Source: an optimization exercise on an open RTL-to-GDS flow (aim: small area, a short achievable clock period and few clock cycles per item). Production flows keep margins and buffers that such runs may drop.
Power is estimated from default activity; no workload was simulated.

==> inputs of onyx <==
// alu_pipe
module alu_pipe #(
    parameter int OPERANDSIZE = 64
) (
    input  logic                   clk,
    input  logic                   rst,
    input  logic                   inValid,
    output logic                   inReady,
    input  logic [OPERANDSIZE-1:0] a,
    input  logic [OPERANDSIZE-1:0] b,
    input  logic [11:0]            operationSelect,
    output logic                   outValid,
    input  logic                   outReady,
    output logic [OPERANDSIZE-1:0] q,
    output logic                   zero,
    output logic                   carry,
    output logic                   overflow,
    output logic                   illegal
);
Settings: LEC_CHECK=0, CAP_MARGIN=20, CORE_MARGIN=2, CORE_UTILIZATION=40, SETUP_SLACK_MARGIN=4.5, SLEW_MARGIN=20; clock period 7.5 ns.
run.sh (not shown) runs the stock make flow with config.mk's settings and CLKGATE_MAP_FILE= SYNTH_SCRIPT=/design/flow/synth_recipe.tcl, a recipe that flattens the netlist after the stock synthesis.
==> delta (differences from onyx) <==
--- a/flow/design.v
+++ b/flow/design.v
@@ -31,20 +31,29 @@
     logic [55:0] acc_s_r;
     logic [55:0] acc_c_r;
     logic [7:0]  lx_r, ly_r;
     logic        ln_r;
     logic [1:0]  ci_r;
-    logic [63:0] q0_r, q1_r;
+    logic [63:0] q0_r;
     logic        z0_r, c0_r, o0_r, i0_r, v0_r;
-    logic        z1_r, c1_r, o1_r, i1_r, v1s_r;
+    logic        vs_r;           
     logic        load_s, ex_done_s, enq_s, deq_s, mul_step_s;
-    assign mul_step_s = v1_r && op_mul_r && !cnt_r[3];
+    logic        op_sub_in_s;
+    logic        in_ready_r;
+    logic        op_pg_in_s;
+    logic [63:0] bx_in_s;
+    assign op_sub_in_s = (operationSelect == 12'd4) || (operationSelect == 12'd8) || (operationSelect == 12'd9);
+    assign op_pg_in_s  = (operationSelect <= 12'd4) || (operationSelect == 12'd8) || (operationSelect == 12'd9);
+    assign bx_in_s     = op_sub_in_s ? ~b : b;
+    assign mul_step_s = v1_r && op_mul_r && !cnt_r[3] && !vs_r;
     assign ex_done_s  = v1_r && (!op_mul_r || cnt_r[3]);
-    assign enq_s      = ex_done_s && !v1s_r;
-    assign load_s     = !v1_r || enq_s;
+    assign enq_s      = ex_done_s && !vs_r;
+    assign load_s     = in_ready_r;      
     assign deq_s      = v0_r && outReady;
-    assign inReady    = load_s;
+    assign inReady    = in_ready_r;
+    logic skid_load_s;
+    assign skid_load_s = enq_s && v0_r && !deq_s;
     function automatic logic [11:0] booth_enc(input logic [7:0] bb, input logic bm);
         logic [3:0] one, two, neg;
         logic [8:0] x;
         x = {bb, bm};
         for (int t = 0; t < 4; t++) begin
@@ -77,27 +86,46 @@
         c3 = ((s1 & c1) | (s1 & s2) | (c1 & s2)) << 1;
         xs = s3 ^ c3 ^ c2;
         ys = ((s3 & c3) | (s3 & c2) | (c3 & c2)) << 1;
         low_s = {2'b0, lx_r} + {2'b0, ly_r} + {3'b0, ln_r, 6'b0} + {8'b0, ci_r};
     end
-    logic [63:0] bx_s;
+    logic [63:0] pg_p [7];
+    logic [63:0] pg_g [7];
     logic [64:0] sum_s;
     logic        ovf_s;
     logic        zadd_s;
     logic [63:0] rot1, rot2, rot3, rot4, rot5, rot6;
     logic [63:0] therm_s;
     logic [63:0] shl_s, shr_s;
-    logic [63:0] oth_s;
+    logic [63:0] oth_s, lgc_s, keep_s;
+    logic        zsh_s;
     logic [63:0] res_s;
     logic        rz_s, rc_s, ro_s, ri_s;
     always_comb begin
-        bx_s  = op_sub_r ? ~b_r : b_r;
-        sum_s = {1'b0, a_r} + {1'b0, bx_s} + {64'b0, op_sub_r};
-        ovf_s = (a_r[63] == bx_s[63]) && (sum_s[63] != a_r[63]);
-        zadd_s = ((a_r[0] ^ bx_s[0]) == op_sub_r);
+        pg_p[0] = a_r;
+        pg_g[0] = b_r;
+        pg_g[0][0] = b_r[0] | (a_r[0] & op_sub_r);
+        for (int l = 0; l < 6; l++) begin
+            for (int i = 0; i < 64; i++) begin
+                if (i >= (1 << l)) begin
+                    pg_g[l+1][i] = pg_g[l][i] | (pg_p[l][i] & pg_g[l][i - (1 << l)]);
+                    pg_p[l+1][i] = pg_p[l][i] & pg_p[l][i - (1 << l)];
+                end else begin
+                    pg_g[l+1][i] = pg_g[l][i];
+                    pg_p[l+1][i] = pg_p[l][i];
+                end
+            end
+        end
+        sum_s[0] = a_r[0] ^ op_sub_r;
         for (int i = 1; i < 64; i++) begin
-            zadd_s = zadd_s & ((a_r[i] ^ bx_s[i]) == (a_r[i-1] | bx_s[i-1]));
+            sum_s[i] = a_r[i] ^ pg_g[6][i-1];
+        end
+        sum_s[64] = pg_g[6][63];
+        ovf_s = !a_r[63] && (sum_s[63] != b_r[63]);
+        zadd_s = (a_r[0] == op_sub_r);
+        for (int i = 1; i < 64; i++) begin
+            zadd_s = zadd_s & (a_r[i] == (a_r[i-1] | b_r[i-1]));
         end
         rot1  = rot_r[0] ? {a_r[0],     a_r[63:1]}  : a_r;
         rot2  = rot_r[1] ? {rot1[1:0],  rot1[63:2]} : rot1;
         rot3  = rot_r[2] ? {rot2[3:0],  rot2[63:4]} : rot2;
         rot4  = rot_r[3] ? {rot3[7:0],  rot3[63:8]} : rot3;
@@ -108,29 +136,36 @@
         end
         for (int i = 0; i < 64; i++) begin
             shl_s[i] = rot6[i] & therm_s[i];
             shr_s[i] = therm_s[63-i] ? rot6[i] : (op_sra_r & a_r[63]);
         end
-        oth_s = ({64{op_xor_r}}    & (a_r ^ b_r))
-              | ({64{op_and_r}}    & (a_r & b_r))
+        lgc_s = ({64{op_xor_r}}    & a_r)
+              | ({64{op_and_r}}    & b_r)
               | ({64{op_or_r}}     & (a_r | b_r))
+              | ({64{op_mul_r}}    & {low_s[7:0], b_r[63:8]});
+        lgc_s[0] = lgc_s[0] | (op_slt_r & (sum_s[63] ^ ovf_s)) | (op_sltu_r & !sum_s[64]);
+        for (int i = 0; i < 64; i++) begin
+            keep_s[i] = op_sll_r ? therm_s[63-i] : therm_s[i];
+        end
+        zsh_s = ((a_r & keep_s) == 64'd0);
+        oth_s = lgc_s
               | ({64{op_sll_r}}    & shl_s)
-              | ({64{op_srl_r | op_sra_r}} & shr_s)
-              | ({64{op_mul_r}}    & {low_s[7:0], b_r[63:8]});
-        oth_s[0] = oth_s[0] | (op_slt_r & (sum_s[63] ^ ovf_s)) | (op_sltu_r & !sum_s[64]);
+              | ({64{op_srl_r | op_sra_r}} & shr_s);
         res_s = op_addsub_r ? sum_s[63:0] : oth_s;
-        rz_s  = op_addsub_r ? zadd_s : (oth_s == 64'd0);
+        rz_s  = op_addsub_r ? zadd_s
+              : (op_sll_r | op_srl_r | op_sra_r) ? zsh_s
+              : (lgc_s == 64'd0);
         rc_s  = op_addsub_r & sum_s[64];
         ro_s  = op_addsub_r & ovf_s;
         ri_s  = op_ill_r;
     end
     always_ff @(posedge clk) begin
         if (load_s) begin
-            a_r         <= a;
-            b_r         <= b;
+            a_r         <= op_pg_in_s ? (a ^ bx_in_s) : a;
+            b_r         <= op_pg_in_s ? (a & bx_in_s) : b;
             op_addsub_r <= (operationSelect == 12'd0) || (operationSelect == 12'd4);
-            op_sub_r    <= (operationSelect == 12'd4) || (operationSelect == 12'd8) || (operationSelect == 12'd9);
+            op_sub_r    <= op_sub_in_s;
             op_xor_r    <= (operationSelect == 12'd1);
             op_and_r    <= (operationSelect == 12'd2);
             op_or_r     <= (operationSelect == 12'd3);
             op_sll_r    <= (operationSelect == 12'd5);
             op_srl_r    <= (operationSelect == 12'd6);
@@ -145,27 +180,49 @@
             b_r         <= {low_s[7:0], b_r[63:8]};
             {neg_r, two_r, one_r} <= booth_enc(b_r[15:8], b_r[7]);
         end
     end
     always_ff @(posedge clk) begin
+        if (!(vs_r && !deq_s)) begin
+            if (mul_step_s) begin
+                acc_s_r <= xs[63:8];
+                acc_c_r <= ys[63:8];
+            end else if (skid_load_s) begin
+                acc_s_r <= res_s[55:0];
+                acc_c_r <= {44'b0, res_s[63:56], rz_s, rc_s, ro_s, ri_s};
+            end else begin
+                acc_s_r <= 56'b0;
+                acc_c_r <= 56'b0;
+            end
+        end
         if (mul_step_s) begin
-            acc_s_r <= xs[63:8];
-            acc_c_r <= ys[63:8];
             lx_r    <= xs[7:0];
             ly_r    <= ys[7:0];
             ln_r    <= neg_r[3];
         end else if (!(v1_r && op_mul_r && !enq_s)) begin
-            acc_s_r <= 56'b0;
-            acc_c_r <= 56'b0;
             lx_r    <= 8'b0;
             ly_r    <= 8'b0;
             ln_r    <= 1'b0;
         end
         if (mul_step_s && cnt_r != 4'd0) begin
             ci_r <= low_s[9:8];
         end else if (!(v1_r && op_mul_r && !enq_s)) begin
             ci_r <= 2'b0;
+        end
+    end
+    logic v1_n_s, mul_n_s, cnt3_n_s, vs_n_s;
+    always_comb begin
+        v1_n_s   = load_s ? inValid : v1_r;
+        mul_n_s  = load_s ? (operationSelect == 12'd10) : op_mul_r;
+        cnt3_n_s = !load_s && (cnt_r[3] || (mul_step_s && cnt_r[2:0] == 3'd7));
+        vs_n_s   = vs_r ? !deq_s : skid_load_s;
+    end
+    always_ff @(posedge clk) begin
+        if (rst) begin
+            in_ready_r <= 1'b1;
+        end else begin
+            in_ready_r <= !v1_n_s || ((!mul_n_s || cnt3_n_s) && !vs_n_s);
         end
     end
     always_ff @(posedge clk) begin
         if (rst) begin
             v1_r  <= 1'b0;
@@ -177,45 +234,29 @@
             cnt_r <= cnt_r + 4'd1;
         end
     end
     always_ff @(posedge clk) begin
         if (rst) begin
-            v0_r  <= 1'b0;
-            v1s_r <= 1'b0;
+            v0_r <= 1'b0;
+            vs_r <= 1'b0;
         end else begin
             if (!v0_r || deq_s) begin
-                v0_r <= v1s_r || enq_s;
-            end
-            if (v1s_r) begin
-                v1s_r <= !deq_s;
-            end else if (enq_s && v0_r && !deq_s) begin
-                v1s_r <= 1'b1;
+                v0_r <= vs_r || enq_s;
+            end
+            if (vs_r) begin
+                vs_r <= !deq_s;
+            end else begin
+                vs_r <= skid_load_s;
             end
         end
     end
     always_ff @(posedge clk) begin
         if (!v0_r || deq_s) begin
-            if (v1s_r) begin
-                q0_r <= q1_r;
-                z0_r <= z1_r;
-                c0_r <= c1_r;
-                o0_r <= o1_r;
-                i0_r <= i1_r;
-            end else if (enq_s) begin
-                q0_r <= res_s;
-                z0_r <= rz_s;
-                c0_r <= rc_s;
-                o0_r <= ro_s;
-                i0_r <= ri_s;
-            end
-        end
-        if (!v1s_r && enq_s && v0_r && !deq_s) begin
-            q1_r <= res_s;
-            z1_r <= rz_s;
-            c1_r <= rc_s;
-            o1_r <= ro_s;
-            i1_r <= ri_s;
+            {q0_r, z0_r, c0_r, o0_r, i0_r} <=
+                  ({68{vs_r}}                 & {acc_c_r[11:4], acc_s_r, acc_c_r[3:0]})
+                | ({68{!vs_r &  op_addsub_r}} & {sum_s[63:0], rz_s, rc_s, ro_s, ri_s})
+                | ({68{!vs_r & !op_addsub_r}} & {oth_s, rz_s, rc_s, ro_s, ri_s});
         end
     end
     assign outValid = v0_r;
     assign q        = q0_r;
     assign zero     = z0_r;
--- a/flow/config.mk
+++ b/flow/config.mk
@@ -6,7 +6,8 @@
 export NUM_CORES = 4
 export LEC_CHECK = 0
 export CAP_MARGIN = 20
 export CORE_MARGIN = 2
 export CORE_UTILIZATION = 40
-export SETUP_SLACK_MARGIN = 4.5
+export SETUP_SLACK_MARGIN = 4.6
 export SLEW_MARGIN = 20
+export TNS_END_PERCENT = 10
==> results.txt <==
onyx passed the timing, design-rule and antenna checks. delta produced a clean layout. Against delta, the total power of onyx is larger by about 30%. Of onyx and delta, onyx has the higher core utilization (gap 4.0 points). Between onyx and delta, the lower design area is in delta (gap about 20%, measured against delta). Against onyx, the maximum frequency of delta is larger by about 4%. In onyx the area after synthesis is higher than in delta, by about 11%. In delta the first-iteration DRC count is higher than in onyx, by 5.6%. Against delta, the sequential share of layout area of onyx is lower by 0.32 points. Between delta and onyx, the lower count of clock-buffer cells in the layout is in delta (gap 3). In delta the setup slack is better than in onyx, by 0.17 ns. Between onyx and delta, the lower worst hold slack is in onyx (gap 0.11 ns).
Function was not checked in any run of this note: the RTL went through the layout flow alone.

[afterwards: timing with drivers on the ports]
In the flow no input, the clock included, has a driving cell. The finished layouts below were timed again as built, in two steps. Step 1, drivers: a clkbuf_16 drives clk and a buf_2 each remaining input, both assumed. Step 2 also shifts input and output timing later by t, the mid clock arrival at the registers, as if the neighbouring blocks saw the same clock. a / b / c = ideal / step 1 / step 2; a / b = the first two.
run | t, ns | slack for setup (ns) | worst register clock-pin slew, ns | worst data-port slew with drivers (ns)
onyx | 0.756 | 3.184 / 3.184 / 3.184 | 0.07 / 0.07 | 0.12
delta | 0.735 | 3.356 / 3.356 / 3.151 | 0.08 / 0.08 | 0.07
After both steps every run listed still meets setup and hold. For delta, which loses most, drivers alone change the setup slack by 0.000 ns; drivers and shift together by -0.205 ns.
